What follows belongs to an exercise in optimizing a design on an open flow for small area, a short achievable clock period and few clock cycles per item; a production flow would make more cautious choices.
RTL that was checked went through simulation tests only; none was proved equivalent to the original.
Power and IR drop assume default switching activity.

## old
==> module cave_automaton_generation_unit, before the edit <==
module cave_automaton_generation_unit (
  input  logic                          clk_i,
  input  logic                          rst_ni,
  input  logic                          psel,
  input  logic                          penable,
  input  logic                          pwrite,
  input  logic [cag_pkg::ADDR_W-1:0]    paddr,
  input  logic [cag_pkg::DATA_W-1:0]    pwdata,
  output logic [cag_pkg::DATA_W-1:0]    prdata,
  output logic                          pready,
  input  logic                          in_valid_i,
  output logic                          in_ready_o,
  input  logic [cag_pkg::LINE_W-1:0]    line_cells_i,
  output logic                          out_valid_o,
  input  logic                          out_ready_i,
  output logic [cag_pkg::LINE_W-1:0]    new_line_cells_o,
  output logic [cag_pkg::NUM_W-1:0]     line_number_o,
  output logic                          run_last_o,
  output logic                          grid_done_o
);
  localparam int unsigned W  = cag_pkg::LINE_W;
  localparam int unsigned CW = cag_pkg::CNT_REG_W;
  localparam int unsigned LW = cag_pkg::LEN_REG_W;
  localparam int unsigned NW = cag_pkg::NUM_W;
  logic [CW-1:0] line_count_q;
  logic [LW-1:0] line_length_q;
  logic [CW-1:0] rdata_q;
  logic [W-1:0]  a_q, b_q;
  logic          b_pend_q;       
  logic [NW-1:0] rem_q;          
  logic [W-1:0]  p_cells_q;
  logic          p_last_q, p_done_q;
  logic          rdy_q;          
  logic [W-1:0]  out_cells_q;
  logic [NW-1:0] out_num_q;
  logic          out_last_q, out_done_q, out_valid_q;
  assign pready = 1'b1;
  always_ff @(posedge clk_i or negedge rst_ni) begin
    if (!rst_ni) begin
      line_count_q  <= CW'(64);
      line_length_q <= LW'(64);
    end else if (psel && penable && pwrite) begin
      if (paddr[2]) line_length_q <= pwdata[LW-1:0];
      else          line_count_q  <= pwdata[CW-1:0];
    end
  end
  always_ff @(posedge clk_i) begin
    rdata_q <= paddr[2] ? CW'(line_length_q) : line_count_q;
  end
  assign prdata = cag_pkg::DATA_W'(rdata_q);
  logic [NW-1:0] last_row;
  logic [LW-1:0] len_eff;
  logic [W-1:0]  len_mask, col_in;
  always_comb begin
    if (line_count_q < CW'(cag_pkg::MIN_LINES))      last_row = NW'(cag_pkg::MIN_LINES - 1);
    else if (line_count_q > CW'(cag_pkg::MAX_LINES)) last_row = NW'(cag_pkg::MAX_LINES - 1);
    else                                             last_row = NW'(line_count_q - CW'(1));
    if (line_length_q < LW'(cag_pkg::MIN_LEN))       len_eff = LW'(cag_pkg::MIN_LEN);
    else if (line_length_q > LW'(W))                 len_eff = LW'(W);
    else                                             len_eff = line_length_q;
    for (int y = 0; y < W; y++) begin
      len_mask[y] = (LW'(y) < len_eff);
      col_in[y]   = (y >= 3) && (LW'(y + 3) <= len_eff);
    end
  end
  logic [W-1:0] maj, beat_cells;
  logic         row_in, beat_last, beat_done;
  cag_row u_row (
    .above_i (a_q),
    .cur_i   (b_q),
    .below_i (line_cells_i),
    .maj_o   (maj)
  );
  assign row_in    = !out_done_q && (out_num_q >= NW'(2)) && (rem_q >= NW'(2));
  assign beat_last = (rem_q != NW'(1));
  assign beat_done = (rem_q == '0);
  always_comb begin
    for (int y = 0; y < W; y++)
      beat_cells[y] = (row_in && col_in[y]) ? maj[y] : (b_q[y] && len_mask[y]);
  end
  logic in_fire, flush, emit, out_free, to_out, to_skid, skid_out, out_load;
  assign in_fire  = in_valid_i && rdy_q;
  assign flush    = rdy_q && !in_valid_i && b_pend_q && beat_done;
  assign emit     = (in_fire && b_pend_q) || flush;
  assign out_free = !out_valid_q || out_ready_i;
  assign to_out   = emit && out_free;
  assign to_skid  = emit && !out_free;
  assign skid_out = !rdy_q && out_ready_i;
  assign out_load = to_out || skid_out;
  always_ff @(posedge clk_i or negedge rst_ni) begin
    if (!rst_ni) begin
      b_pend_q    <= 1'b0;
      rem_q       <= '0;
      rdy_q       <= 1'b1;
      out_valid_q <= 1'b0;
      out_done_q  <= 1'b1;
    end else begin
      if (in_fire) begin
        b_pend_q <= 1'b1;
        rem_q    <= (!b_pend_q || beat_done) ? last_row : rem_q - NW'(1);
      end else if (flush) begin
        b_pend_q <= 1'b0;
      end
      if (!rdy_q) rdy_q <= out_ready_i;
      else        rdy_q <= !to_skid;
      if (out_load)         out_valid_q <= 1'b1;
      else if (out_ready_i) out_valid_q <= 1'b0;
      if (out_load)         out_done_q  <= rdy_q ? beat_done : p_done_q;
    end
  end
  always_ff @(posedge clk_i) begin
    if (in_fire) begin
      a_q <= b_q;
      b_q <= line_cells_i;
    end
    if (rdy_q) begin
      p_cells_q <= beat_cells;
      p_last_q  <= beat_last;
      p_done_q  <= beat_done;
    end
    if (out_load) begin
      out_cells_q <= rdy_q ? beat_cells : p_cells_q;
      out_last_q  <= rdy_q ? beat_last : p_last_q;
      out_num_q   <= out_done_q ? '0 : out_num_q + NW'(1);
    end
  end
  assign in_ready_o       = rdy_q;
  assign out_valid_o      = out_valid_q;
  assign new_line_cells_o = out_cells_q;
  assign line_number_o    = out_num_q;
  assign run_last_o       = out_last_q;
  assign grid_done_o      = out_done_q;
endmodule
clock: 6.5 ns
lec_check: 0
cap_margin: 20
core_margin: 2
core_utilization: 40
place_density: 0.6
setup_slack_margin: 4.0
slew_margin: 20
run.sh (not shown) runs the stock make flow with config.mk's settings and CLKGATE_MAP_FILE= SYNTH_SCRIPT=/design/flow/synth_recipe.tcl, a recipe that flattens the netlist after the stock synthesis.
old was carried through to the last stage, and its layout satisfied the timing, DRC and antenna checks.
### old -> new
-- flow/design.v --
<<< old, line 75
  logic [W-1:0]  p_cells_q;
  logic          p_last_q, p_done_q;
  logic          rdy_q;          
  logic [W-1:0]  out_cells_q;
  logic [NW-1:0] out_num_q;
  logic          out_last_q, out_done_q, out_valid_q;
  assign pready = 1'b1;
  always_ff @(posedge clk_i or negedge rst_ni) begin
>>> new, line 75
  logic [W-1:0]  p_cells_q;
  logic          p_last_q, p_done_q;
  logic          p_full_q;       
  logic          rdy_q;          
  logic [W-1:0]  out_cells_q;
  logic [NW-1:0] out_num_q;
  logic          out_last_q, out_done_q, out_valid_q;
  logic          out_fresh_q;    
  assign pready = 1'b1;
  always_ff @(posedge clk_i or negedge rst_ni) begin
<<< old, line 116
    .maj_o   (maj)
  );
  assign row_in    = !out_done_q && (out_num_q >= NW'(2)) && (rem_q >= NW'(2));
  assign beat_last = (rem_q != NW'(1));
  assign beat_done = (rem_q == '0);
>>> new, line 118
    .maj_o   (maj)
  );
  logic num_restart;
  assign num_restart = out_done_q || out_fresh_q;
  assign row_in    = !num_restart && (out_num_q >= NW'(2)) && (rem_q >= NW'(2));
  assign beat_last = (rem_q != NW'(1));
  assign beat_done = (rem_q == '0);
<<< old, line 124
  end
  logic in_fire, flush, emit, out_free, to_out, to_skid, skid_out, out_load;
  assign in_fire  = in_valid_i && rdy_q;
  assign flush    = rdy_q && !in_valid_i && b_pend_q && beat_done;
  assign emit     = (in_fire && b_pend_q) || flush;
  assign out_free = !out_valid_q || out_ready_i;
  assign to_out   = emit && out_free;
  assign to_skid  = emit && !out_free;
  assign skid_out = !rdy_q && out_ready_i;
  assign out_load = to_out || skid_out;
  always_ff @(posedge clk_i or negedge rst_ni) begin
>>> new, line 128
  end
  logic in_fire, flush, emit, out_free, to_out, to_skid, skid_out, out_load;
  assign in_fire  = in_valid_i && !p_full_q;
  assign flush    = !p_full_q && !in_valid_i && b_pend_q && beat_done;
  assign emit     = (in_fire && b_pend_q) || flush;
  assign out_free = !out_valid_q || out_ready_i;
  assign to_out   = emit && out_free;
  assign to_skid  = emit && !out_free;
  assign skid_out = p_full_q && out_ready_i;
  assign out_load = to_out || skid_out;
  always_ff @(posedge clk_i or negedge rst_ni) begin
<<< old, line 136
      b_pend_q    <= 1'b0;
      rem_q       <= '0;
      rdy_q       <= 1'b1;
      out_valid_q <= 1'b0;
      out_done_q  <= 1'b1;
    end else begin
      if (in_fire) begin
>>> new, line 140
      b_pend_q    <= 1'b0;
      rem_q       <= '0;
      p_full_q    <= 1'b0;
      rdy_q       <= 1'b1;
      out_valid_q <= 1'b0;
      out_fresh_q <= 1'b1;
    end else begin
      if (in_fire) begin
<<< old, line 146
        b_pend_q <= 1'b0;
      end
      if (!rdy_q) rdy_q <= out_ready_i;
      else        rdy_q <= !to_skid;
      if (out_load)         out_valid_q <= 1'b1;
      else if (out_ready_i) out_valid_q <= 1'b0;
      if (out_load)         out_done_q  <= rdy_q ? beat_done : p_done_q;
    end
  end
>>> new, line 151
        b_pend_q <= 1'b0;
      end
      if (p_full_q) begin
        p_full_q <= !out_ready_i;
        rdy_q    <= out_ready_i;
      end else begin
        p_full_q <= to_skid;
        rdy_q    <= !to_skid;
      end
      if (out_load)         out_valid_q <= 1'b1;
      else if (out_ready_i) out_valid_q <= 1'b0;
      if (out_load)         out_fresh_q <= 1'b0;
    end
  end
<<< old, line 158
      b_q <= line_cells_i;
    end
    if (rdy_q) begin
      p_cells_q <= beat_cells;
      p_last_q  <= beat_last;
>>> new, line 168
      b_q <= line_cells_i;
    end
    if (!p_full_q) begin
      p_cells_q <= beat_cells;
      p_last_q  <= beat_last;
<<< old, line 164
    end
    if (out_load) begin
      out_cells_q <= rdy_q ? beat_cells : p_cells_q;
      out_last_q  <= rdy_q ? beat_last : p_last_q;
      out_num_q   <= out_done_q ? '0 : out_num_q + NW'(1);
    end
  end
>>> new, line 174
    end
    if (out_load) begin
      out_cells_q <= p_full_q ? p_cells_q : beat_cells;
      out_last_q  <= p_full_q ? p_last_q : beat_last;
      out_done_q  <= p_full_q ? p_done_q : beat_done;
      out_num_q   <= num_restart ? '0 : out_num_q + NW'(1);
    end
  end
[summary]
On worst hold slack, new and old are basically level. The highest-delay cell along the critical path comes out fa_2 in one run and or4_1 in the other, namely in new and old respectively. Delta (new minus old): number of clock sinks seen by CTS moved up, share of total power in the clock network saw a decrease, per-instance average area after synthesis now sits higher, layout overhead on the synthesized area -2.0 points. Compared with old, in new detail-routed net length per standard cell went down by about 1.7%, net count reported at finish was more or less identical, cell area now smaller.
Testbench counts of new, summed over its fixed seeds: cycles 5,576, lines 5,552.
For old, only the layout was checked, not whether the RTL still works.

-- what the ideal ports hide --
In the flow no input, the clock included, has a driving cell. The finished layouts below were timed again as built, in two steps. Step 1 assumes that a clkbuf_16 drives the clock port and a buf_2 every other input. Step 2, shift: input delay + t, output delay - t, t = (earliest + latest rising clock arrival at the registers) / 2. This alone moves slack from input paths to output paths. a / b / c = no drivers / after step 1 / after step 2; a / b = the first two.
run | shift t [ns] | setup WS [ns] | hold WS [ns] | clock arrival spread, ns | worst register clock-pin slew, ns
old | 0.618 | 3.820 / 3.823 / 3.205 | 0.449 / 0.449 / 0.449 | 0.024 / 0.024 | 0.06 / 0.06
new | 0.595 | 3.741 / 3.754 / 3.160 | 0.450 / 0.450 / 0.450 | 0.013 / 0.013 | 0.06 / 0.06
After both steps setup and hold are still met in every run listed. The setup slack of old, which loses most, moves by +0.003 ns with the drivers and by -0.615 ns with both steps.
